Source: an optimization exercise on an open RTL-to-GDS flow (aim: small area, a short achievable clock period and few clock cycles per item). Production flows keep margins and buffers that such runs may drop. Where RTL was checked, it was by simulation tests only, not by an equivalence proof against the original. Power is estimated from default activity; no workload was simulated.

main:
==> flow/design.v <==
package sbfr_pkg;
  localparam int FRAME_BYTES_DEF = 121;
  localparam int SLOTS_DEF       = 3;
  localparam logic [7:0] MARKER_RESET = 8'hB0;
  localparam int SLOT_W      = 2;
  localparam int IN_TDATA_W  = 16;
  localparam int OUT_TDATA_W = 40;
  localparam int PAIRS = FRAME_BYTES_DEF / 2;
  function automatic logic [6:0] inc7(input logic [6:0] x);
    logic c;
    c = 1'b1;
    for (int i = 0; i < 7; i++) begin
      inc7[i] = x[i] ^ c;
      c       = c & x[i];
    end
  endfunction
endpackage
module sbfr_frame_mem #(
  parameter int PAIRS = 60
) (
  input  logic             clk,
  input  logic [PAIRS-1:0] tsel,
  input  logic             step_a,    
  input  logic             step_b,    
  input  logic             wr_odd,
  input  logic             wr_last,
  input  logic [7:0]       wdata,
  output logic [15:0]      tail,
  output logic [7:0]       last
);
  logic [15:0] pos [PAIRS];
  logic [7:0]  last_r;
  always_ff @(posedge clk) begin
    if (tsel[0] ? step_a : step_b) pos[0][7:0] <= wdata;
    if (wr_odd) pos[0][15:8] <= wdata;
    for (int p = 1; p < PAIRS; p++) begin
      if (tsel[p] ? step_a : step_b) pos[p] <= pos[p-1];
    end
    if (wr_last) last_r <= wdata;
  end
  assign tail = pos[PAIRS-1];
  assign last = last_r;
endmodule
module sbfr_readout (
  input  logic        clk,
  input  logic        rst_n,
  input  logic        push,
  input  logic [1:0]  slot,
  input  logic        last,
  input  logic [15:0] pair,         
  output logic        room,         
  output logic        room_nxt,     
  output logic        out_tvalid,
  input  logic        out_tready,
  output logic [39:0] out_tdata,
  output logic        out_tlast
);
  localparam int EW = 4 * 6 + 2 + 2;
  function automatic logic [5:0] hex6(input logic [3:0] n, input logic zero);
    logic ge;
    logic [3:0] lo;
    ge = n[3] && (n[2] || n[1]);
    lo = ge ? (n + 4'd7) : n;
    if (zero) hex6 = 6'b0;
    else      hex6 = {ge, !ge, lo};
  endfunction
  function automatic logic [7:0] chr(input logic [5:0] c, input logic c4);
    chr = {1'b0, c[5], c[4], c4, c[3:0]};
  endfunction
  logic [EW-1:0] new_e;
  assign new_e = {!last, last, slot,
                  hex6(pair[7:4], 1'b0), hex6(pair[3:0], 1'b0),
                  hex6(pair[15:12], last), hex6(pair[11:8], last)};
  logic          o_v, o_e_n, s_v;
  logic [EW-1:0] o_e, s_e;
  logic          pop, o_v_nxt, s_v_nxt;
  assign pop      = !o_e_n && out_tready;
  assign o_v_nxt  = (!o_e_n && !pop) || s_v || push;
  assign s_v_nxt  = s_v ? !pop : (push && !o_e_n && !pop);
  assign room     = !s_v;
  assign room_nxt = !s_v_nxt;
  always_ff @(posedge clk) begin
    if (!rst_n) begin
      o_v   <= 1'b0;
      o_e_n <= 1'b1;
      s_v   <= 1'b0;
    end else begin
      o_v   <= o_v_nxt;
      o_e_n <= !o_v_nxt;
      s_v   <= s_v_nxt;
    end
  end
  logic          o_ld;
  logic [EW-1:0] o_d;
  assign o_ld = (o_e_n || pop) && (s_v || push);
  assign o_d  = s_v ? s_e : new_e;
  always_ff @(posedge clk) begin
    if (!rst_n)    o_e <= '0;
    else if (o_ld) o_e <= o_d;
  end
  logic [4:0] o_dup;
  always_ff @(posedge clk) begin
    if (!rst_n)    o_dup <= '1;
    else if (o_ld) o_dup <= {o_d[EW-2], o_d[22], o_d[16], o_d[10], o_d[4]};
  end
  always_ff @(posedge clk) begin
    if (!s_v) s_e <= new_e;
  end
  assign out_tvalid = o_v;
  assign out_tlast  = o_dup[4];
  assign out_tdata  = {3'b000, o_e[EW-1], o_e[EW-2], 1'b0,
                       chr(o_e[23:18], o_dup[3]), chr(o_e[17:12], o_dup[2]),
                       chr(o_e[11:6], o_dup[1]), chr(o_e[5:0], o_dup[0]),
                       o_e[25:24]};
endmodule
module start_byte_frame_reassembler #(
  parameter int FRAME_BYTES = sbfr_pkg::FRAME_BYTES_DEF,
  parameter int SLOTS       = sbfr_pkg::SLOTS_DEF
) (
  input  logic                   clk,
  input  logic                   rst_n,
  input  logic                   cfg_wr_en,
  input  logic [7:0]             cfg_wr_data,
  input  logic                   in_tvalid,
  output logic                   in_tready,
  input  logic [sbfr_pkg::IN_TDATA_W-1:0]  in_tdata,
  input  logic                   in_tuser,
  input  logic                   in_tlast,
  output logic                   out_tvalid,
  input  logic                   out_tready,
  output logic [sbfr_pkg::OUT_TDATA_W-1:0] out_tdata,
  output logic                   out_tlast
);
  localparam int NP = sbfr_pkg::PAIRS;    
  logic [7:0] marker_r;
  always_ff @(posedge clk) begin
    if (!rst_n)         marker_r <= sbfr_pkg::MARKER_RESET;
    else if (cfg_wr_en) marker_r <= cfg_wr_data;
  end
  typedef struct packed {
    logic       func;
    logic [2:0] oh;
    logic [7:0] data;
    logic       cf;
    logic       cl;
    logic       eq;
  } item_t;
  item_t pin_item, ir, sk;
  logic  ir_v, sk_v, rdy_r;
  logic  go, take, accept;
  assign pin_item = {in_tuser,
                     in_tdata[1:0] == 2'd2, in_tdata[1:0] == 2'd1, in_tdata[1:0] == 2'd0,
                     in_tdata[9:2], in_tdata[10], in_tlast,
                     in_tdata[9:2] == marker_r};
  assign in_tready = rdy_r;
  assign accept    = in_tvalid && !sk_v;
  assign take      = !ir_v || go;
  always_ff @(posedge clk) begin
    if (!rst_n) begin
      ir_v  <= 1'b0;
      sk_v  <= 1'b0;
      rdy_r <= 1'b1;
    end else if (take) begin
      ir_v  <= sk_v || accept;
      sk_v  <= 1'b0;
      rdy_r <= 1'b1;
    end else begin
      sk_v  <= sk_v || accept;
      rdy_r <= !sk_v && !accept;
    end
  end
  always_ff @(posedge clk) begin
    if (take)  ir <= sk_v ? sk : pin_item;
    if (!sk_v) sk <= pin_item;
  end
  logic [2:0] q0, q1, q2;
  logic       head_v, rd_step, klast, last_rd, wdec;
  logic       rd_go, room, room_nxt;
  logic [6:0] fill_r [3];
  logic [2:0] hunt_r, full_r, allow_r;
  logic h, par, fl, al;
  logic restart, drop, wr, even, complete, wevn;
  always_comb begin
    h   = |(ir.oh & hunt_r);
    fl  = |(ir.oh & full_r);
    al  = |(ir.oh & (allow_r | (q0 & {3{rd_step}})));
    par = (ir.oh[0] && fill_r[0][0]) || (ir.oh[1] && fill_r[1][0]) || (ir.oh[2] && fill_r[2][0]);
    restart  = ir.cf && ir.eq;
    drop     = !ir.cf && h && !ir.eq;
    wr       = (|ir.oh) && !ir.func && !drop;
    even     = restart || !par;
    complete = wr && !restart && fl;
    wevn     = wr && even && !complete;
  end
  assign go = ir_v && !(wr && even && !al);
  always_ff @(posedge clk) begin
    if (!rst_n) begin
      for (int s = 0; s < 3; s++) fill_r[s] <= '0;
      hunt_r <= '0;
      full_r <= '0;
    end else begin
      for (int s = 0; s < 3; s++) begin
        if (go && ir.oh[s]) begin
          if (ir.func) begin
            fill_r[s] <= '0;
            hunt_r[s] <= 1'b0;
            full_r[s] <= 1'b0;
          end else if (drop) begin
            hunt_r[s] <= !ir.cl;
          end else if (complete) begin
            fill_r[s] <= '0;
            hunt_r[s] <= !ir.cl;
            full_r[s] <= 1'b0;
          end else if (restart) begin
            fill_r[s] <= 7'd1;
            hunt_r[s] <= 1'b0;
            full_r[s] <= 1'b0;
          end else begin
            fill_r[s] <= sbfr_pkg::inc7(fill_r[s]);
            hunt_r[s] <= 1'b0;
            full_r[s] <= (fill_r[s] == 7'd119);
          end
        end
      end
    end
  end
  logic [2:0] w_we, w_wo, w_cmp;
  logic [7:0] w_d;
  always_ff @(posedge clk) begin
    if (!rst_n) begin
      w_we  <= '0;
      w_wo  <= '0;
      w_cmp <= '0;
    end else begin
      w_we  <= (go && wevn) ? ir.oh : 3'b000;
      w_wo  <= (go && wr && !even) ? ir.oh : 3'b000;
      w_cmp <= (go && complete) ? ir.oh : 3'b000;
    end
  end
  always_ff @(posedge clk) w_d <= ir.data;
  logic [2:0] inq;
  logic [5:0] k_eng;      
  logic [2:0] room_t;
  assign head_v  = |q0;
  assign rd_step = rd_go;
  assign klast   = (k_eng == 6'(NP));
  assign last_rd = rd_step && klast;
  assign wdec    = go && wevn && (|(ir.oh & q0));
  logic [2:0] q0_n, q1_n, q2_n, inq_n;
  logic       dnz_n;
  logic [2:0] room_n, room_rd, room_wr;
  always_comb begin
    q0_n = q0;
    q1_n = q1;
    q2_n = q2;
    if (last_rd) begin
      q0_n = q1;
      q1_n = q2;
      q2_n = 3'b000;
    end
    if (w_cmp != 3'b000) begin
      if (q0_n == 3'b000)      q0_n = w_cmp;
      else if (q1_n == 3'b000) q1_n = w_cmp;
      else                     q2_n = w_cmp;
    end
    inq_n = w_cmp | (inq & ~(last_rd ? q0 : 3'b000));
    room_rd = rd_step ? {room_t[1:0], 1'b1} : room_t;
    room_wr = rd_step ? room_t : {1'b0, room_t[2:1]};
    if (last_rd)   room_n = 3'b000;
    else if (wdec) room_n = room_wr;
    else           room_n = room_rd;
    dnz_n = room_n[0];
  end
  always_ff @(posedge clk) begin
    if (!rst_n) begin
      q0      <= '0;
      q1      <= '0;
      q2      <= '0;
      inq     <= '0;
      k_eng   <= '0;
      room_t  <= '0;
      allow_r <= 3'b111;
      rd_go   <= 1'b0;
    end else begin
      rd_go  <= (q0_n != 3'b000) && room_nxt;
      q0     <= q0_n;
      q1     <= q1_n;
      q2     <= q2_n;
      inq    <= inq_n;
      room_t <= room_n;
      if (last_rd)      k_eng <= '0;
      else if (rd_step) k_eng <= 6'(sbfr_pkg::inc7({1'b0, k_eng}));
      for (int s = 0; s < 3; s++) begin
        allow_r[s] <= !(go && complete && ir.oh[s]) && (!inq_n[s] || (q0_n[s] && dnz_n));
      end
    end
  end
  logic [NP-1:0] teng;
  logic [15:0]   tail [3];
  logic [7:0]    lastb [3];
  always_comb begin
    for (int p = 0; p < NP; p++) teng[p] = (6'(p) < k_eng);
  end
  for (genvar s = 0; s < 3; s++) begin : g_lane
    sbfr_frame_mem #(.PAIRS(NP)) u_lane (
      .clk    (clk),
      .tsel   (teng),
      .step_a (w_we[s]),
      .step_b ((rd_step && q0[s]) || (w_we[s] && !inq[s])),
      .wr_odd (w_wo[s]),
      .wr_last(w_cmp[s]),
      .wdata  (w_d),
      .tail   (tail[s]),
      .last   (lastb[s])
    );
  end
  logic [15:0] rd_pair;
  logic [1:0]  rd_slot;
  always_comb begin
    rd_pair = '0;
    for (int s = 0; s < 3; s++) begin
      if (q0[s]) rd_pair = rd_pair | (klast ? {8'h00, lastb[s]} : tail[s]);
    end
    rd_slot = {q0[2], q0[1]};
  end
  sbfr_readout u_readout (
    .clk       (clk),
    .rst_n     (rst_n),
    .push      (rd_step),
    .slot      (rd_slot),
    .last      (klast),
    .pair      (rd_pair),
    .room      (room),
    .room_nxt  (room_nxt),
    .out_tvalid(out_tvalid),
    .out_tready(out_tready),
    .out_tdata (out_tdata),
    .out_tlast (out_tlast)
  );
endmodule
Settings: LEC_CHECK=0, CAP_MARGIN=20, CORE_MARGIN=2, CORE_UTILIZATION=40, CTS_BUF_LIST=sky130_fd_sc_hd__clkbuf_8, CTS_CLUSTER_DIAMETER=50, CTS_CLUSTER_SIZE=16, SETUP_SLACK_MARGIN=3.45, SLEW_MARGIN=20; clock period 6.0 ns.
run.sh (not shown) runs the stock make flow with config.mk's settings and CLKGATE_MAP_FILE= SYNTH_SCRIPT=/design/flow/synth_recipe.tcl, a recipe that flattens the netlist after the stock synthesis.
Testbench counts of main, summed over its fixed seeds: cycles 31,989, items 30,995.
### main -> the feature branch
--- a/flow/design.v
+++ b/flow/design.v
@@ -64,18 +64,27 @@
     if (zero) hex6 = 6'b0;
     else      hex6 = {ge, !ge, lo};
   endfunction
   function automatic logic [7:0] chr(input logic [5:0] c, input logic c4);
     chr = {1'b0, c[5], c[4], c4, c[3:0]};
   endfunction
-  logic [EW-1:0] new_e;
-  assign new_e = {!last, last, slot,
-                  hex6(pair[7:4], 1'b0), hex6(pair[3:0], 1'b0),
-                  hex6(pair[15:12], last), hex6(pair[11:8], last)};
+  localparam int RW = 1 + 2 + 16;
+  function automatic logic [EW-1:0] enc(input logic [RW-1:0] r);
+    logic       l;
+    logic [15:0] p;
+    l = r[18];
+    p = r[15:0];
+    enc = {!l, l, r[17:16],
+           hex6(p[7:4], 1'b0), hex6(p[3:0], 1'b0),
+           hex6(p[15:12], l), hex6(p[11:8], l)};
+  endfunction
+  logic [RW-1:0] new_r;
+  assign new_r = {last, slot, pair};
   logic          o_v, o_e_n, s_v;
-  logic [EW-1:0] o_e, s_e;
+  logic [EW-1:0] o_e;
+  logic [RW-1:0] s_e;
   logic          pop, o_v_nxt, s_v_nxt;
   assign pop      = !o_e_n && out_tready;
   assign o_v_nxt  = (!o_e_n && !pop) || s_v || push;
   assign s_v_nxt  = s_v ? !pop : (push && !o_e_n && !pop);
   assign room     = !s_v;
   assign room_nxt = !s_v_nxt;
@@ -90,24 +99,24 @@
       s_v   <= s_v_nxt;
     end
   end
   logic          o_ld;
   logic [EW-1:0] o_d;
   assign o_ld = (o_e_n || pop) && (s_v || push);
-  assign o_d  = s_v ? s_e : new_e;
+  assign o_d  = enc(s_v ? s_e : new_r);
   always_ff @(posedge clk) begin
     if (!rst_n)    o_e <= '0;
     else if (o_ld) o_e <= o_d;
   end
   logic [4:0] o_dup;
   always_ff @(posedge clk) begin
     if (!rst_n)    o_dup <= '1;
     else if (o_ld) o_dup <= {o_d[EW-2], o_d[22], o_d[16], o_d[10], o_d[4]};
   end
   always_ff @(posedge clk) begin
-    if (!s_v) s_e <= new_e;
+    if (!s_v) s_e <= new_r;
   end
   assign out_tvalid = o_v;
   assign out_tlast  = o_dup[4];
   assign out_tdata  = {3'b000, o_e[EW-1], o_e[EW-2], 1'b0,
                        chr(o_e[23:18], o_dup[3]), chr(o_e[17:12], o_dup[2]),
                        chr(o_e[11:6], o_dup[1]), chr(o_e[5:0], o_dup[0]),
--- outcome ---
Looking at the feature branch and main, the die area is a wash.
Summary: with main as the reference, layout multi-input combinational cell count in the feature branch moved up slightly.
A start point of the critical path of u_readout.o_e[21] is what the feature branch shows, while u_readout.o_e[19] belongs to main.
Estimated wirelength of the detail-placed design (the feature branch vs. main) decreases by a few percent
~same register area share after synthesis in the feature branch and main
On sequential share of layout area: the feature branch sits above main.
Higher overall power consumption goes to main over the feature branch.
dfxtp_2 as the cell at the slowest stage of the critical path was reported by the feature branch, and dfxtp_4 by main.
Function not checked in the feature branch: the RTL went through the layout flow alone.

-- separate check: timing with driven ports --
How much do the figures lean on ideal ports? The routed layouts below were timed once more, with nothing changed but the port constraints.
Step 1: set_driving_cell puts a clkbuf_16 on clk and a buf_2 on each other input, an assumption about the parent block.
Step 2, shift: input delay + t, output delay - t, t = (earliest + latest rising clock arrival at the registers) / 2. This alone moves slack from input paths to output paths.
Three values: ideal, step 1, step 2; two values: the first two.
run	t, ns	setup slack, ns	worst setup path at the end	latest minus earliest clock arrival (ns)	pins driven straight from the clock port
main	1.008	3.352 / 3.273 / 2.718	input to register	0.095 / 0.094	1
the feature branch	1.028	3.356 / 3.268 / 2.901	input to register	0.067 / 0.068	1
After both steps every run listed still meets setup and hold. The setup slack of main, which loses most, moves by -0.079 ns with the drivers and by -0.634 ns with both steps.
